What follows belongs to an exercise in optimizing a design on an open flow for small area; a production flow would make more cautious choices. In this exercise RTL edits were held to simulation tests only and were not proved equivalent to the original. Power is estimated from default activity; no workload was simulated. The flow treats the clock pin as an ideal source, which a real chip does not have.

<file path="design/flow/flow/run.sh">
#!/bin/bash
# The standard layout (the standard.sh, ORFS on sky130hd), with these
# changes passed to its make:
#  - synthesis: synth_recipe.tcl run through flow/synth_area.tcl, which only
#    swaps ABC's mapping script for flow/nf_area.script (area-oriented)
#  - ports are buffered with buf_1 instead of the default buffer cell
#  - clock tree: clkbuf_16 only, sinks clustered up to 31 per buffer,
#    no dummy loads
# make's output goes to standard.log; ORFS's per-step logs are copied to
# orfs_logs/.
set -uo pipefail
export FLOW_WORK="$PWD"
bash standard.sh \
  SYNTH_SCRIPT="$PWD/flow/synth_area.tcl" \
  BUFFER_PORTS_ARGS="-buffer_cell sky130_fd_sc_hd__buf_1" \
  CTS_ARGS="-sink_clustering_enable -repair_clock_nets -dont_use_dummy_load -buf_list sky130_fd_sc_hd__clkbuf_16 -sink_clustering_size 31 -sink_clustering_max_diameter 100" \
  finish > standard.log 2>&1
st=$?
cp -r orfs/logs/sky130hd/msi_ordering_bridge/base ./orfs_logs 2>/dev/null || true
exit $st
</file>
<file path="design/flow/flow/nf_area.script">
&get -n
&st
&dc2
&dch
&nf -R 100 -C 32 -F 8
&put
topo
</file>
<file path="design/flow/flow/synth_area.tcl">
# The standard flow's synthesis (synth_recipe.tcl in the work folder, which runs ORFS's
# synth.tcl), with one change: ABC maps the logic with nf_area.script, an
# area-oriented mapping (delay relaxed, no buffering or upsizing in ABC),
# in place of ORFS's speed script. Flip-flops are mapped as before.
set nf_area_script [file normalize [file join [file dirname [info script]] nf_area.script]]
proc abc {args} {
  global nf_area_script
  set i [lsearch -exact $args -script]
  if {$i >= 0} { lset args [expr {$i + 1}] $nf_area_script }
  yosys abc {*}$args
}
source $::env(FLOW_WORK)/synth_recipe.tcl
</file>
<file path="design/flow/standard.sh">
#!/bin/bash
# synth_recipe.tcl (not shown) runs the flow's synth.tcl, then flattens the netlist and writes it again
# the make line also repeats each setting of config.mk as NAME=value (left out here)
make -C /OpenROAD-flow-scripts/flow DESIGN_CONFIG=/design/flow/config.mk WORK_HOME=/design/flow/orfs CLKGATE_MAP_FILE= SYNTH_SCRIPT=/design/flow/synth_recipe.tcl "${@:-finish}"
</file>
<file path="design/flow/config.mk">
export PLATFORM = sky130hd
export DESIGN_NAME = msi_ordering_bridge
export DESIGN_NICKNAME = msi_ordering_bridge
export VERILOG_FILES = /design/flow/design.v
export SDC_FILE = /design/flow/constraint.sdc
export NUM_CORES = 4
export LEC_CHECK = 0
export CAP_MARGIN = 0
export CORE_MARGIN = 2
export CORE_UTILIZATION = 75
export SLEW_MARGIN = 0
</file>
<file path="design/flow/constraint.sdc">
create_clock -name core_clock -period 7.0 [get_ports {clk}]
set_input_delay 1.4000 -clock core_clock [delete_from_list [all_inputs] [get_ports {clk}]]
set_output_delay 1.4000 -clock core_clock [all_outputs]
set_load 0.01 [all_outputs]
</file>
<file path="design/flow/design.v">
package msi_ordering_pkg;
  localparam int NUM_VECTORS = 32;
  localparam int VEC_W       = 5;
  localparam int DATA_W      = 32;
  localparam int AXI_ADDR_W  = 36;
  localparam int AXI_ID_W    = 4;
  typedef logic [VEC_W-1:0]      vec_t;
  typedef logic [DATA_W-1:0]     msi_data_t;
  typedef logic [DATA_W/8-1:0]   byte_en_t;
  typedef logic [AXI_ADDR_W-1:0] axi_addr_t;
  typedef logic [7:0]            pend_cnt_t;
  typedef struct packed {
    vec_t      vec;
    msi_data_t data;
    byte_en_t  byte_en;
  } msi_req_t;
  typedef struct packed {
    vec_t      vec;
    msi_data_t data;
  } gic_msg_t;
  typedef struct packed {
    logic [AXI_ID_W-1:0] id;
    axi_addr_t           addr;
    logic [7:0]          len;
    logic [2:0]          prot;
  } aw_beat_t;
  typedef struct packed {
    logic [AXI_ID_W-1:0] id;
    logic [1:0]          resp;
  } b_beat_t;
endpackage
`timescale 1ns/1ps
module msi_ordering_bridge (
  input  logic        clk
 ,input  logic        rst
 ,input  logic        msi_valid
 ,input  logic [4:0]  msi_vec
 ,input  logic [31:0] msi_data
 ,input  logic [3:0]  msi_be
 ,output logic        msi_ready
 ,output logic        gic_valid
 ,output logic [4:0]  gic_vec
 ,output logic [31:0] gic_data
 ,input  logic        gic_ready
 ,output logic        flush_valid
 ,output logic [35:0] flush_addr
 ,input  logic        flush_ready
 ,input  logic        in_aw_valid
 ,input  logic [3:0]  in_aw_id
 ,input  logic [35:0] in_aw_addr
 ,input  logic [7:0]  in_aw_len
 ,input  logic [2:0]  in_aw_prot
 ,output logic        in_aw_ready
 ,output logic        out_aw_valid
 ,output logic [3:0]  out_aw_id
 ,output logic [35:0] out_aw_addr
 ,output logic [7:0]  out_aw_len
 ,output logic [2:0]  out_aw_prot
 ,input  logic        out_aw_ready
 ,input  logic        out_b_valid
 ,input  logic [3:0]  out_b_id
 ,input  logic [1:0]  out_b_resp
 ,output logic        out_b_ready
 ,output logic        in_b_valid
 ,output logic [3:0]  in_b_id
 ,output logic [1:0]  in_b_resp
 ,input  logic        in_b_ready
 ,input  logic [35:0] csr_flush_base
);
  logic [4:0]        wp;      
  logic [4:0]        op;      
  logic [4:0]        fp;      
  logic              boot;    
  logic [15:0][4:0]  vq;
  logic [15:0][31:0] dq;
  logic [15:0][30:0] bq;
  logic        o_full, o_empty, f_full, f_empty;
  logic        msi_accept, head_pop, flush_pop;
  logic [31:0] masked;
  logic        head_clear;
  assign o_empty = (wp == op);
  assign f_empty = (wp == fp);
  assign o_full  = (wp[3:0] == op[3:0]) & (wp[4] ^ op[4]);
  assign f_full  = (wp[3:0] == fp[3:0]) & (wp[4] ^ fp[4]);
  assign msi_ready  = ~boot & ~o_full & ~f_full;
  assign msi_accept = msi_valid & msi_ready;
  always_comb begin
    for (int i = 0; i < 4; i++) begin
      masked[8*i +: 8] = msi_data[8*i +: 8] & {8{msi_be[i]}};
    end
  end
  assign gic_valid = ~o_empty & head_clear;
  logic [15:0] op_sel, fp_sel;
  assign op_sel = 16'd1 << op[3:0];
  assign fp_sel = 16'd1 << fp[3:0];
  always_comb begin
    gic_vec  = '0;
    gic_data = '0;
    flush_addr = '0;
    for (int i = 0; i < 16; i++) begin
      gic_vec  = gic_vec  | (vq[i] & {5{op_sel[i]}});
      gic_data = gic_data | (dq[i] & {32{op_sel[i]}});
      flush_addr[35:5] = flush_addr[35:5] | (bq[i] & {31{fp_sel[i]}});
    end
  end
  assign head_pop  = gic_valid & gic_ready;
  assign flush_valid = ~f_empty;
  assign flush_pop   = flush_valid & flush_ready;
  always_ff @(posedge clk) begin
    if (rst) begin
      wp   <= '0;
      op   <= '0;
      fp   <= '0;
      boot <= 1'b1;
    end else begin
      boot <= 1'b0;
      if (msi_accept) wp <= wp + 5'd1;
      if (head_pop)   op <= op + 5'd1;
      if (flush_pop)  fp <= fp + 5'd1;
    end
  end
  always_ff @(posedge clk) begin
    for (int i = 0; i < 16; i++) begin
      if (msi_accept & (wp[3:0] == 4'(i))) begin
        vq[i] <= msi_vec;
        bq[i] <= csr_flush_base[35:5];
      end
      if (msi_accept & ((wp[3:0] == 4'(i)) | (vq[i] == msi_vec))) begin
        dq[i] <= masked;
      end
    end
  end
  logic             base_match;
  logic             pend_full;
  logic             aw_fire, b_fire, flush_fire;
  logic [4:0]       pw, pd;        
  logic [4:0]       pr;            
  logic [7:0]       aw_cnt, b_cnt;
  logic [7:0]       b_cnt_inc;
  logic [15:0][7:0] tq;
  assign base_match = (in_aw_addr[35:5] == csr_flush_base[35:5]);
  assign out_aw_id   = in_aw_id;
  assign out_aw_len  = in_aw_len;
  assign out_aw_prot = in_aw_prot;
  assign out_aw_addr = {in_aw_addr[35:5], in_aw_addr[4:0] & {5{~base_match}}};
  assign pr           = op;
  assign pend_full    = (pw[3:0] == pr[3:0]) & (pw[4] ^ pr[4]);
  assign out_aw_valid = in_aw_valid & ~pend_full;
  assign in_aw_ready  = out_aw_ready & ~pend_full;
  assign in_b_valid  = out_b_valid;
  assign in_b_id     = out_b_id;
  assign in_b_resp   = out_b_resp;
  assign out_b_ready = in_b_ready;
  assign aw_fire    = in_aw_valid & in_aw_ready;
  assign b_fire     = out_b_valid & in_b_ready;
  assign flush_fire = aw_fire & base_match;
  assign b_cnt_inc  = b_cnt + 8'd1;
  logic [15:0] pd_sel;
  logic [7:0]  pd_t;
  assign pd_sel = 16'd1 << pd[3:0];
  always_comb begin
    pd_t = '0;
    for (int i = 0; i < 16; i++) begin
      pd_t = pd_t | (tq[i] & {8{pd_sel[i]}});
    end
  end
  always_ff @(posedge clk) begin
    if (rst) begin
      pw         <= '0;
      pd         <= '0;
      aw_cnt     <= '0;
      b_cnt      <= '0;
      head_clear <= 1'b0;
    end else begin
      if (aw_fire) aw_cnt <= aw_cnt + 8'd1;
      if (b_fire)  b_cnt  <= b_cnt_inc;
      if (flush_fire) pw <= pw + 5'd1;
      if (b_fire & (pd != pw) & (pd_t == b_cnt_inc)) pd <= pd + 5'd1;
      head_clear <= ~head_pop & (pd != pr);
    end
  end
  always_ff @(posedge clk) begin
    for (int i = 0; i < 16; i++) begin
      if (flush_fire & (pw[3:0] == 4'(i))) begin
        tq[i] <= aw_cnt + 8'd1;
      end
    end
  end
endmodule
</file>
==> notes.md <==
status no timing/DRC/antenna violations; Max Slew Vio Count 0; setup ws final 909.3 ps; root buffer cell clkbuf_16; Critical Path Start Type input pin; Synth Area per Inst roughly 18 um^2; Synth Register Bits 1259; Die Area around 65000 um^2; clk_skew 40.33 ps; CP peak stage delay 940 ps; worst-case clock buffer depth 3; setup violators final 0; routed len/inst 31.94 um; CP endpoint kind output port; Tcrit/Tclk final 87.01%; Die Wd 254.2 um; Worst-path clk slew 110 ps; worst hold path class flip-flop to flip-flop; slowest CP cell nor4_1; I/O pins 280; Top FF cell, synth edfxtp_1; Req. time, crit path roughly 5600 ps; CP most frequent cell buf_1; share of cells above drive strength 1 5.664%; H-tree depth 2; Area contributors post-synth edfxtp_1 78%, a222oi_1 4.9%, dfxtp_1 1.8%, xor2_1 1.3%, a22oi_1 1.3%; Hold Fails Final Rpt 0; Synth top area share 77.80%; Synth Instances between 2k and 3k; Core Area 61830 um^2; via density per instance 7.430; worst relative slew slack 13.47%; Total Negative Setup Slacks 0 ps; drt first pass iters 9; postcts setup bufs 0; CTS tree done; Layout area overhead 7.011%; initial core utilization 75.92%; sequential share of the synthesized area 79.63%; number of global-route vias before repair 26.59k; worst vdd ir 0.3281 mV; most common cell after layout, fill and taps aside edfxtp_1; RSZ-0062 raised after global routing no; pin count of the biggest net entering global routing 44; Warnings, synthesis 1; Post-synth ARST share 0%; total wire length 118600 um; worst slack at placement 1085 ps; final instance area approximately 50000 um^2; Placer Congestion 0.8946; ANT nets after route 0; cts hold-fix bufs 0; first-pass GRT wire length 168600 um; clock sink count 1259; number of port buffers 227; 1st-iter DRT viols ~5.0k; cell breakdown of the critical path buf_1, clkinv_1, a221o_1, nor4_1, nand4_1, and2_0, buf_1; CP max FO 17; DRC 0; Pleak 15.91 nW; Placed Instance Area 49070 um^2; row count 91; Synth cell types 37; most frequent cells in the layout 1216 x edfxtp_1, 231 x a222oi_1, 226 x buf_1; Total Power approximately 0.012 W; critical path class input pin to output port; Worst Max-Slew Pin Slew 1298 ps; NumNets Final 3051; worst skew pair latency approximately 650 ps; antenna cells 0; Cell Area, Synth 46940 um^2; maxcap violations 0; Die H 254.2 um; post-layout minimum cycle time 6091 ps; via count 27.60k; initial antenna violation count 1; number of synthesized flops with an enable pin 1216; TritonCTS buffer count between 40 and 50; global-route usage over all layers 36.68%; pwr/cell area 247.7 nW/um^2; post-synth top area cell edfxtp_1; crit path DAT ~4700 ps; grt ovf 0; post-CTS sizing 0; HPWL after DPL roughly 62000 um; FMAX 0.1642 GHz
metrics by stage:
stage	hold slack, ps	std cells	util [%]
2_1_floorplan	434.6	2601	-
3_3_place_gp	447.8	3669	79.38
3_5_place_dp	458.3	3669	79.38
4_1_cts	481.8	3715	81.24
5_1_grt	521.0	3715	81.24
6_report	478.5	3715	81.24
synthesized netlist by cell type (all sizes together), types with 3 or more instances:
cell type  number
buf            59
o221ai          3
and4            5
nand4          82
nand2         153
nor4            7
and2           56
clkinv         25
a31oi           6
a221oi         17
a41o           18
and3           54
xor2           71
nor3b           7
ha             28
nand3           8
o22ai           4
nor3           44
nand2b          5
edfxtp       1216
o21a            6
dfxtp          43
a2111oi         4
a22o           50
a221o          36
xnor2          69
nor2b          14
nor2           69
a22oi          81
a211oi         12
a21oi         107
a222oi        231
where the power goes:
part	total, W	switching, W	internal, W
clock network	0.00323	0.00204	0.00119
registers	0.00835	0.0000313	0.00831
logic	0.000868	0.000609	0.000259
total	0.0124	0.00268	0.00976
logic make-up (layout without fill, tap and decap cells):
logic type	after synthesis	in the layout	share of synthesized area [%]
AOI/OAI and AO/OA	581	581	10.42
xor gates and xnor gates	140	140	2.613
DFF	1259	1259	79.63
and+or+nand+nor	504	504	5.441
buffers and inverters	84	361	1.144
other	1	5	0.007990
adders and majority gates	28	28	0.7464
state kept, by name (all words and copies together), names as in the netlist, 5 cells and up:
name and count:
wp 5, vq 80, tq 128, pw 5
dq 512, op 5, bq 496, b_cnt 8
aw_cnt 8, fp 5, pd 5
worst paths after layout:
path	startpoint	end	slack [ps]	depth (start not counted)
worst max-delay path	csr_flush_base[8]	out_aw_addr[4]	910	7
worst min register to register	pd[4]	pd[4]	480	1
worst max register to register	op[3]	dq[416]	2120	8
worst min-delay path	pd[4]	pd[4]	480	1
per-layer routing:
| layer | up-vias | global-route usage (%) | wire (um) |
|---|---|---|---|
| met3 | 278 | 6.614 | 16520 |
| met1 | 13700 | 52.67 | 41240 |
| met2 | 2189 | 58.82 | 57440 |
| met5 | - | 0 | 13 |
| li1 | 11440 | - | - |
| met4 | 2 | 11.71 | 3444 |
critical path: cells and delay by family:
kind                   cells  cell delay, ps
and+or+nand+nor            3            2070
AOI/OAI and AO/OA          1             360
buffers and inverters      3             840
layout make-up:
class,instances,area [um^2]
clock buffer,46,1151
fill,3108,11600
inverter,25,93.84
multi-input combinational,1258,9231
sequential,1259,37380
tap,837,1047
timing repair buffer,290,1326

==> afterwards: timing with drivers on the ports <==
How much do the figures lean on ideal ports? The routed layout below was timed once more, with nothing changed but the port constraints. Step 1 (the two cells are an assumption about what drives the block):
set clk [get_ports {clk}]
set_driving_cell -lib_cell sky130_fd_sc_hd__clkbuf_16 $clk
set_driving_cell -lib_cell sky130_fd_sc_hd__buf_2 [delete_from_list [all_inputs] $clk]
Step 2 times the ports against the registers' clock, not the clock port: input delays grow and output delays shrink by t, the midpoint of the rising clock arrivals with the driver on. Three values: no drivers, after step 1, after step 2; two values: the first two.
shift t [ns]: 0.697
setup WS [ns]: 0.909 / 0.873 / 0.709
worst hold slack (ns): 0.478 / 0.478 / 0.478
worst setup path at the end: input to register
pins driven straight from the clock port: 1
After both steps setup and hold are still met in this run. For this run, drivers alone change the setup slack by -0.036 ns; drivers and shift together by -0.200 ns.
